Source: an optimization exercise on an open RTL-to-GDS flow (aim: small area). Production flows keep margins and buffers that such runs may drop.
Only simulation tests tie the RTL to the original design; equivalence was not proved.
Power and IR drop assume default switching activity. The flow treats the clock pin as an ideal source, which a real chip does not have.

Design sdio_burst_reader, start of the top module:
module sdio_burst_reader #(
  parameter int unsigned CLK_DIV_SLOW = 125,    
  parameter int unsigned CLK_DIV_FAST = 2       
) (
  input  wire         clk_100mhz,
  input  wire         reset_ah,
  input  wire         start_i,
  input  wire  [19:0] sector_pos_i,
  input  wire  [19:0] sector_count_i,
  input  wire  sd_bus_pkg::buf_addr_t buf_addr_i,
  output logic [sd_bus_pkg::WORD_BITS-1:0] buf_data_o,
  output logic        init_done_o,
  output logic        sector_done_o,
  output logic        run_done_o,
  output logic        sdclk_o,
  output logic        cmd_o,
  output logic        cmd_oe_o,
  input  wire         cmd_i,
  input  wire  [3:0]  dat_i
);
==> flow/config.mk <==
export PLATFORM = sky130hd
export DESIGN_NAME = sdio_burst_reader
export DESIGN_NICKNAME = sdio_burst_reader
export VERILOG_FILES = /design/flow/design.v
export SDC_FILE = /design/flow/constraint.sdc
export NUM_CORES = 4
export LEC_CHECK = 0
export CAP_MARGIN = 20
export CORE_MARGIN = 2
export CORE_UTILIZATION = 70
export SLEW_MARGIN = 20
==> flow/constraint.sdc <==
create_clock -name core_clock -period 10.0 [get_ports {clk_100mhz}]
set_input_delay 2.0000 -clock core_clock [delete_from_list [all_inputs] [get_ports {clk_100mhz}]]
set_output_delay 2.0000 -clock core_clock [all_outputs]
set_load 0.01 [all_outputs]
standard.sh (not shown) runs the stock make flow with config.mk's settings and CLKGATE_MAP_FILE= SYNTH_SCRIPT=/design/flow/synth_recipe.tcl, a recipe that flattens the netlist after the stock synthesis.
==> flow/flow/run.sh <==
#!/bin/bash
# Standard layout (the standard.sh) with three changes:
#  - the sector buffer's read multiplexer in the synthesised netlist is re-mapped by
#    flow/rdmux.py (registers untouched; checked equivalent with yosys before use);
#  - clock tree: clkbuf_16 leaf clusters of up to 28 sinks, no dummy loads;
#  - port buffers are buf_1 cells.
# Each tool's output goes to a log of its own in this folder.
set -euo pipefail
RES=orfs/results/${FLOW_PLATFORM}/sdio_burst_reader/base
LIB=${FLOW_HOME}/platforms/${FLOW_PLATFORM}/lib/sky130_fd_sc_hd__tt_025C_1v80.lib
KNOBS=(
  "CTS_ARGS=-sink_clustering_enable -repair_clock_nets -dont_use_dummy_load -sink_clustering_size 28 -sink_clustering_max_diameter 100 -buf_list sky130_fd_sc_hd__clkbuf_16"
  "BUFFER_PORTS_ARGS=-buffer_cell sky130_fd_sc_hd__buf_1"
)

bash standard.sh "${KNOBS[@]}" synth > run_synth.log 2>&1
cp $RES/1_2_yosys.v $RES/1_2_yosys.std.v
if python3 flow/rdmux.py $RES/1_2_yosys.std.v $RES/1_2_yosys.mux.v > run_rdmux.log 2>&1 \
  && sed -e "s|@LIB@|$LIB|" -e "s|@STD@|$RES/1_2_yosys.std.v|" -e "s|@MUX@|$RES/1_2_yosys.mux.v|" \
       flow/eq.ys > run_eq.ys \
  && yosys -q run_eq.ys -l run_eq.log > /dev/null 2>&1; then
  echo "read multiplexer re-mapped" >> run_rdmux.log
  cp $RES/1_2_yosys.mux.v $RES/1_2_yosys.v
  rm -f $RES/1_synth.odb $RES/1_synth.sdc
else
  echo "re-mapping failed, keeping the standard netlist" >> run_rdmux.log
fi
bash standard.sh "${KNOBS[@]}" finish > run_layout.log 2>&1
Other scripts of this flow, unchanged in this note and not shown: flow/flow/eq.ys, flow/flow/rdmux.py
Change:
--- a/flow/flow/run.sh
+++ b/flow/flow/run.sh
@@ -4,3 +4,3 @@
 #    flow/rdmux.py (registers untouched; checked equivalent with yosys before use);
-#  - clock tree: clkbuf_16 leaf clusters of up to 28 sinks, no dummy loads;
+#  - clock tree: clkbuf_16 leaf clusters of up to 25 sinks, no dummy loads;
 #  - port buffers are buf_1 cells.
@@ -11,3 +11,3 @@
 KNOBS=(
-  "CTS_ARGS=-sink_clustering_enable -repair_clock_nets -dont_use_dummy_load -sink_clustering_size 28 -sink_clustering_max_diameter 100 -buf_list sky130_fd_sc_hd__clkbuf_16"
+  "CTS_ARGS=-sink_clustering_enable -repair_clock_nets -dont_use_dummy_load -sink_clustering_size 25 -sink_clustering_max_diameter 80 -buf_list sky130_fd_sc_hd__clkbuf_16"
   "BUFFER_PORTS_ARGS=-buffer_cell sky130_fd_sc_hd__buf_1"
CORE_UTILIZATION = 65   (was 70)
Total power grows by 1.8%. Via count rises by 0.93%. Setup slack gets worse by 260 ps. Sequential power hardly moves. Clock-buffer cell count climbs by 21. Die area climbs by 7.6%. Final area rose by 0.52%. Utilization falls by 4.8 points. Clock skew grows by 39 ps. Non-clock buffer count rose by 9. Global-route usage went down by 1.0 points.
Change:
--- a/flow/flow/run.sh
+++ b/flow/flow/run.sh
@@ -4,3 +4,3 @@
 #    flow/rdmux.py (registers untouched; checked equivalent with yosys before use);
-#  - clock tree: clkbuf_16 leaf clusters of up to 25 sinks, no dummy loads;
+#  - clock tree: clkbuf_16 leaf clusters of up to 28 sinks, no dummy loads;
 #  - port buffers are buf_1 cells.
@@ -11,3 +11,3 @@
 KNOBS=(
-  "CTS_ARGS=-sink_clustering_enable -repair_clock_nets -dont_use_dummy_load -sink_clustering_size 25 -sink_clustering_max_diameter 80 -buf_list sky130_fd_sc_hd__clkbuf_16"
+  "CTS_ARGS=-sink_clustering_enable -repair_clock_nets -dont_use_dummy_load -sink_clustering_size 28 -sink_clustering_max_diameter 100 -buf_list sky130_fd_sc_hd__clkbuf_16"
   "BUFFER_PORTS_ARGS=-buffer_cell sky130_fd_sc_hd__buf_1"
CAP_MARGIN = 0   (was 20)
CORE_UTILIZATION = 70   (was 65)
SLEW_MARGIN = 0   (was 20)
Outcome: Final area fell by 0.80%. Total power drops by 1.9%. Register-to-register slack improved by 400 ps. Sequential cell count does not change. Clock skew came out lower by 37 ps. Sequential power is about the same. Hold slack is worse by 5.4 ps. Die area went down by 7.1%.
Change:
--- a/flow/flow/run.sh
+++ b/flow/flow/run.sh
@@ -4,3 +4,3 @@
 #    flow/rdmux.py (registers untouched; checked equivalent with yosys before use);
-#  - clock tree: clkbuf_16 leaf clusters of up to 28 sinks, no dummy loads;
+#  - clock tree: clkbuf_16 leaf clusters of up to 30 sinks, no dummy loads;
 #  - port buffers are buf_1 cells.
@@ -11,3 +11,3 @@
 KNOBS=(
-  "CTS_ARGS=-sink_clustering_enable -repair_clock_nets -dont_use_dummy_load -sink_clustering_size 28 -sink_clustering_max_diameter 100 -buf_list sky130_fd_sc_hd__clkbuf_16"
+  "CTS_ARGS=-sink_clustering_enable -repair_clock_nets -dont_use_dummy_load -sink_clustering_size 30 -sink_clustering_max_diameter 100 -buf_list sky130_fd_sc_hd__clkbuf_16"
   "BUFFER_PORTS_ARGS=-buffer_cell sky130_fd_sc_hd__buf_1"
CAP_MARGIN = 5   (was 0)
CORE_UTILIZATION = 75   (was 70)
SLEW_MARGIN = 5   (was 0)
After rerunning:
- design area stays flat
- combinational power climbs slightly
- sequential power is about the same
- routed wire length climbs by a few percent
- total power drops slightly
- final cell count drops slightly
- non-clock buffer count climbs by 13
Change:
--- a/flow/flow/run.sh
+++ b/flow/flow/run.sh
@@ -4,3 +4,3 @@
 #    flow/rdmux.py (registers untouched; checked equivalent with yosys before use);
-#  - clock tree: clkbuf_16 leaf clusters of up to 30 sinks, no dummy loads;
+#  - clock tree: clkbuf_16 leaf clusters of up to 32 sinks, no dummy loads;
 #  - port buffers are buf_1 cells.
@@ -11,3 +11,3 @@
 KNOBS=(
-  "CTS_ARGS=-sink_clustering_enable -repair_clock_nets -dont_use_dummy_load -sink_clustering_size 30 -sink_clustering_max_diameter 100 -buf_list sky130_fd_sc_hd__clkbuf_16"
+  "CTS_ARGS=-sink_clustering_enable -repair_clock_nets -dont_use_dummy_load -sink_clustering_size 32 -sink_clustering_max_diameter 100 -buf_list sky130_fd_sc_hd__clkbuf_16"
   "BUFFER_PORTS_ARGS=-buffer_cell sky130_fd_sc_hd__buf_1"
CORE_UTILIZATION = 70   (was 75)
Final area stays flat.
Clock power drops by about 2%.
Register-to-register slack improved by 350 ps.

========
== P ==
Starting RTL as in the previous note.
==> flow/design.v (excerpt) <==
module sdio_burst_reader #(
  parameter int unsigned CLK_DIV_SLOW = 125,    
  parameter int unsigned CLK_DIV_FAST = 2       
) (
  input  wire         clk_100mhz,
  input  wire         reset_ah,
  input  wire         start_i,
  input  wire  [19:0] sector_pos_i,
  input  wire  [19:0] sector_count_i,
  input  wire  sd_bus_pkg::buf_addr_t buf_addr_i,
  output logic [sd_bus_pkg::WORD_BITS-1:0] buf_data_o,
  output logic        init_done_o,
  output logic        sector_done_o,
  output logic        run_done_o,
  output logic        sdclk_o,
  output logic        cmd_o,
  output logic        cmd_oe_o,
  input  wire         cmd_i,
  input  wire  [3:0]  dat_i
);
Settings: LEC_CHECK=0, CAP_MARGIN=5, CORE_MARGIN=2, CORE_UTILIZATION=70, SLEW_MARGIN=5; clock period 10.0 ns.
==> flow/flow/run.sh <==
#!/bin/bash
# Standard layout (the standard.sh) with three changes:
#  - the sector buffer's read multiplexer in the synthesised netlist is re-mapped by
#    flow/rdmux.py (registers untouched; checked equivalent with yosys before use);
#  - clock tree: clkbuf_16 leaf clusters of up to 30 sinks, no dummy loads;
#  - port buffers are buf_1 cells.
# Each tool's output goes to a log of its own in this folder.
set -euo pipefail
RES=orfs/results/${FLOW_PLATFORM}/sdio_burst_reader/base
LIB=${FLOW_HOME}/platforms/${FLOW_PLATFORM}/lib/sky130_fd_sc_hd__tt_025C_1v80.lib
KNOBS=(
  "CTS_ARGS=-sink_clustering_enable -repair_clock_nets -dont_use_dummy_load -sink_clustering_size 30 -sink_clustering_max_diameter 100 -buf_list sky130_fd_sc_hd__clkbuf_16"
  "BUFFER_PORTS_ARGS=-buffer_cell sky130_fd_sc_hd__buf_1"
)

bash standard.sh "${KNOBS[@]}" synth > run_synth.log 2>&1
cp $RES/1_2_yosys.v $RES/1_2_yosys.std.v
if python3 flow/rdmux.py $RES/1_2_yosys.std.v $RES/1_2_yosys.mux.v > run_rdmux.log 2>&1 \
  && sed -e "s|@LIB@|$LIB|" -e "s|@STD@|$RES/1_2_yosys.std.v|" -e "s|@MUX@|$RES/1_2_yosys.mux.v|" \
       flow/eq.ys > run_eq.ys \
  && yosys -q run_eq.ys -l run_eq.log > /dev/null 2>&1; then
  echo "read multiplexer re-mapped" >> run_rdmux.log
  cp $RES/1_2_yosys.mux.v $RES/1_2_yosys.v
  rm -f $RES/1_synth.odb $RES/1_synth.sdc
else
  echo "re-mapping failed, keeping the standard netlist" >> run_rdmux.log
fi
bash standard.sh "${KNOBS[@]}" finish > run_layout.log 2>&1
Other scripts of this flow, unchanged in this note and not shown: flow/flow/eq.ys, flow/flow/rdmux.py
P was carried through to the last stage, and its layout satisfied the timing, design-rule and antenna checks.
Edits applied to the flow inputs when going from P to Q:
diff --git a/flow/flow/run.sh b/flow/flow/run.sh
--- a/flow/flow/run.sh
+++ b/flow/flow/run.sh
@@ -5 +5 @@
-#  - clock tree: clkbuf_16 leaf clusters of up to 30 sinks, no dummy loads;
+#  - clock tree: clkbuf_16 leaf clusters of up to 28 sinks, no dummy loads;
@@ -12 +12 @@
-  "CTS_ARGS=-sink_clustering_enable -repair_clock_nets -dont_use_dummy_load -sink_clustering_size 30 -sink_clustering_max_diameter 100 -buf_list sky130_fd_sc_hd__clkbuf_16"
+  "CTS_ARGS=-sink_clustering_enable -repair_clock_nets -dont_use_dummy_load -sink_clustering_size 28 -sink_clustering_max_diameter 100 -buf_list sky130_fd_sc_hd__clkbuf_16"
## What came out
- Between P and Q, the clock transition time at the flip-flop clock pins of the worst setup and hold paths figures differ only marginally.
- Power, Q vs P: up slightly
- Comparing P and Q, the higher fraction of area in clock buffers and inverters was measured on Q.
- Utilization P -> Q: up
- Taking P as the reference point, the final critical delay including setup and external delays of Q falls by 0.031 ns.
- The final setup slack of the worst path of Q is higher than that of P.
- Via count of Q is on par with P.
- Diff P and Q: worst supply voltage drop on vdd higher in P
- P → Q: average wire per cell in the routed design flat; sequential share of layout area flat.

static timing again, ports no longer ideal:
In the flow no input, the clock included, has a driving cell. The finished layouts below were timed again as built, in two steps.
Step 1 (the two cells are an assumption about what drives the block):
set clk [get_ports {clk_100mhz}]
set_driving_cell -lib_cell sky130_fd_sc_hd__clkbuf_16 $clk
set_driving_cell -lib_cell sky130_fd_sc_hd__buf_2 [delete_from_list [all_inputs] $clk]
Step 2 adds t to the input delays and takes it off the output delays; t is the mean of the earliest and latest rising clock arrival at the registers after step 1. Input paths then give back, and output paths get back, about the clock's delay inside the block.
Slacks: ideal ports / drivers / drivers and shift; pairs: ideal ports / drivers.
| run | t (ns) | setup slack, ns | worst slew at a driven data input, ns |
|---|---|---|---|
| the first run of note 1 | 0.903 | 2.669 / 2.580 / 3.483 | 0.10 |
| the second run of note 1 | 0.913 | 2.411 / 2.324 / 3.237 | 0.05 |
| the third run of note 1 | 0.904 | 2.592 / 2.501 / 3.405 | 0.11 |
| the fourth run of note 1 | 0.881 | 2.498 / 2.418 / 3.299 | 0.08 |
| the fifth run of note 1 | 0.907 | 2.502 / 2.411 / 3.318 | 0.11 |
| P | 0.886 | 2.561 / 2.477 / 3.363 | 0.10 |
| Q | 0.904 | 2.592 / 2.501 / 3.405 | 0.11 |
After both steps every run listed still meets setup and hold.
